Context: an optimization exercise on an open-source flow, tuned for small area, a short achievable clock period and few clock cycles. The choices shown serve that exercise and are no tape-out recipe.
Only simulation tests tie the RTL to the original design; equivalence was not proved.
Power is estimated from default activity; no workload was simulated.

## ordered_list_append_remove
module ordered_list_append_remove (
  input  wire                                clk,
  input  wire                                rst_n,
  input  wire                                in_valid,
  output logic                               in_stall,
  input  wire        [ola_pkg::KIND_W-1:0]   in_kind,
  input  wire signed [ola_pkg::VAL_W-1:0]    in_value,
  output logic                               out_valid,
  input  wire                                out_stall,
  output logic       [ola_pkg::STATUS_W-1:0] out_status,
  output logic signed [ola_pkg::VAL_W-1:0]   out_entry,
  output logic                               out_last
);
  localparam int N  = ola_pkg::LIST_DEPTH_DEF;
  localparam int W  = ola_pkg::VAL_W;
  localparam int CW = $clog2(N + 1);
  logic                       p2_v;
  logic [ola_pkg::KIND_W-1:0] p2_k;
  logic [W-1:0]               p2_val;
  logic [CW-1:0]              cnt_r, cnt_nxt;
  logic [CW-1:0]              dleft_r;       
  logic [W-1:0]               val  [N+1];
  logic [N:0]                 raw;
  logic [N-1:0]               m_r;
  logic [N-1:0]               pre;
  logic [N-1:0]               ld, sh, hd, occ;
  logic [N:0]                 tl_r, tl_nxt;  
  logic                       p2_app, p2_rem, p2_dmp;
  logic                       ex_r;          
  logic [ola_pkg::STATUS_W-1:0] ex_st;       
  logic                          o_v, k_v;
  logic [ola_pkg::STATUS_W-1:0]  o_st, k_st, w_st;
  logic [W-1:0]                  o_e, k_e, w_e;
  logic                          o_l, k_l, w_l;
  logic room, empty, full, dlast, done;
  logic adv_r, stall_r, take;
  logic app_do, rem_do, rot_do, found, w_v;
  logic [W-1:0] ld_val;
  logic ld_m, fwd;
  logic p2_v_n, k_v_n, adv_n, dlast_n;
  logic dec, nx0, nx1;
  logic [ola_pkg::KIND_W-1:0] p2_k_n;
  assign room  = !k_v;
  ...
For scale: about 6,100 cells after synthesis, roughly 1,200 flip-flops, about 57,000 um^2 of cells after synthesis.
==> flow/config.mk <==
export PLATFORM = sky130hd
export DESIGN_NAME = ordered_list_append_remove
export DESIGN_NICKNAME = ordered_list_append_remove
export VERILOG_FILES = /design/flow/design.v
export SDC_FILE = /design/flow/constraint.sdc
export NUM_CORES = 4
export LEC_CHECK = 0
export CAP_MARGIN = 20
export CORE_MARGIN = 2
export CORE_UTILIZATION = 40
export CTS_BUF_LIST = sky130_fd_sc_hd__clkbuf_16
export CTS_CLUSTER_DIAMETER = 100
export CTS_CLUSTER_SIZE = 20
export SETUP_SLACK_MARGIN = 2.9
export SLEW_MARGIN = 20
==> flow/constraint.sdc <==
create_clock -name core_clock -period 5.5 [get_ports {clk}]
set_input_delay 1.1000 -clock core_clock [delete_from_list [all_inputs] [get_ports {clk}]]
set_output_delay 1.1000 -clock core_clock [all_outputs]
set_load 0.01 [all_outputs]
run.sh (not shown) runs the stock make flow with config.mk's settings and CLKGATE_MAP_FILE= SYNTH_SCRIPT=/design/flow/synth_recipe.tcl, a recipe that flattens the netlist after the stock synthesis.
Testbench counts at the start, summed over its fixed seeds: cycles 22,371.
Change:
--- a/flow/config.mk
+++ b/flow/config.mk
@@ -13,3 +13,3 @@
 export CTS_CLUSTER_SIZE = 20
-export SETUP_SLACK_MARGIN = 2.9
+export SETUP_SLACK_MARGIN = 2.6
 export SLEW_MARGIN = 20
Maximum frequency came out lower by a little under a tenth.
First-iteration DRC count shrinks slightly.
Critical path depth increases by 2.
Register-to-register slack is worse by 0.25 ns.
Synthesized area is unchanged.
Change:
--- a/flow/config.mk
+++ b/flow/config.mk
@@ -13,3 +13,4 @@
 export CTS_CLUSTER_SIZE = 20
-export SETUP_SLACK_MARGIN = 2.6
+export PLACE_DENSITY = 0.7
+export SETUP_SLACK_MARGIN = 2.8
 export SLEW_MARGIN = 20
Synthesized cell count is unchanged; power stays flat; wire length goes down by a few percent; final cell count rises slightly; utilization came out higher by 0.65 points; design area went up slightly; non-clock buffer count came out higher by 17; count of clock-buffer cells in the layout came out higher by 1; worst setup slack improved by 0.19 ns; synthesized area is unchanged; sequential power is about the same.
Change:
--- a/flow/config.mk
+++ b/flow/config.mk
@@ -13,4 +13,3 @@
 export CTS_CLUSTER_SIZE = 20
-export PLACE_DENSITY = 0.7
-export SETUP_SLACK_MARGIN = 2.8
+export SETUP_SLACK_MARGIN = 2.7
 export SLEW_MARGIN = 20
Outcome: The new run finished with timing, DRC and antenna clean; global-route usage climbs by 1.5 points; worst setup slack gets worse by 0.12 ns; power climbs by 0.50%; clock skew drops by 0.022 ns; sequential share of layout area barely changes; routed wire length climbs by 4.1%; via count drops by 2.8%; utilization drops by 0.11 points.

## port drivers added, routing unchanged
How much do the figures lean on ideal ports? The routed layouts below were timed once more, with nothing changed but the port constraints. Step 1 (the two cells are an assumption about what drives the block):
set clk [get_ports {clk}]
set_driving_cell -lib_cell sky130_fd_sc_hd__clkbuf_16 $clk
set_driving_cell -lib_cell sky130_fd_sc_hd__buf_2 [delete_from_list [all_inputs] $clk]
Step 2, shift: input delay + t, output delay - t, t = (earliest + latest rising clock arrival at the registers) / 2. This alone moves slack from input paths to output paths. a / b / c = ideal ports / drivers / drivers and shift; a / b = the first two.
run | t, ns | setup WS [ns] | worst register clock-pin slew, ns | worst data-port slew with drivers (ns)
the first run | 0.799 | 2.806 / 2.806 / 2.060 | 0.10 / 0.10 | 0.10
the second run | 0.802 | 2.555 / 2.557 / 1.774 | 0.09 / 0.09 | 0.08
the third run | 0.808 | 2.745 / 2.745 / 2.009 | 0.10 / 0.10 | 0.07
the fourth run | 0.797 | 2.627 / 2.627 / 1.871 | 0.10 / 0.10 | 0.08
After both steps every run listed still meets setup and hold. The setup slack of the second run, which loses most, moves by +0.002 ns with the drivers and by -0.781 ns with both steps.
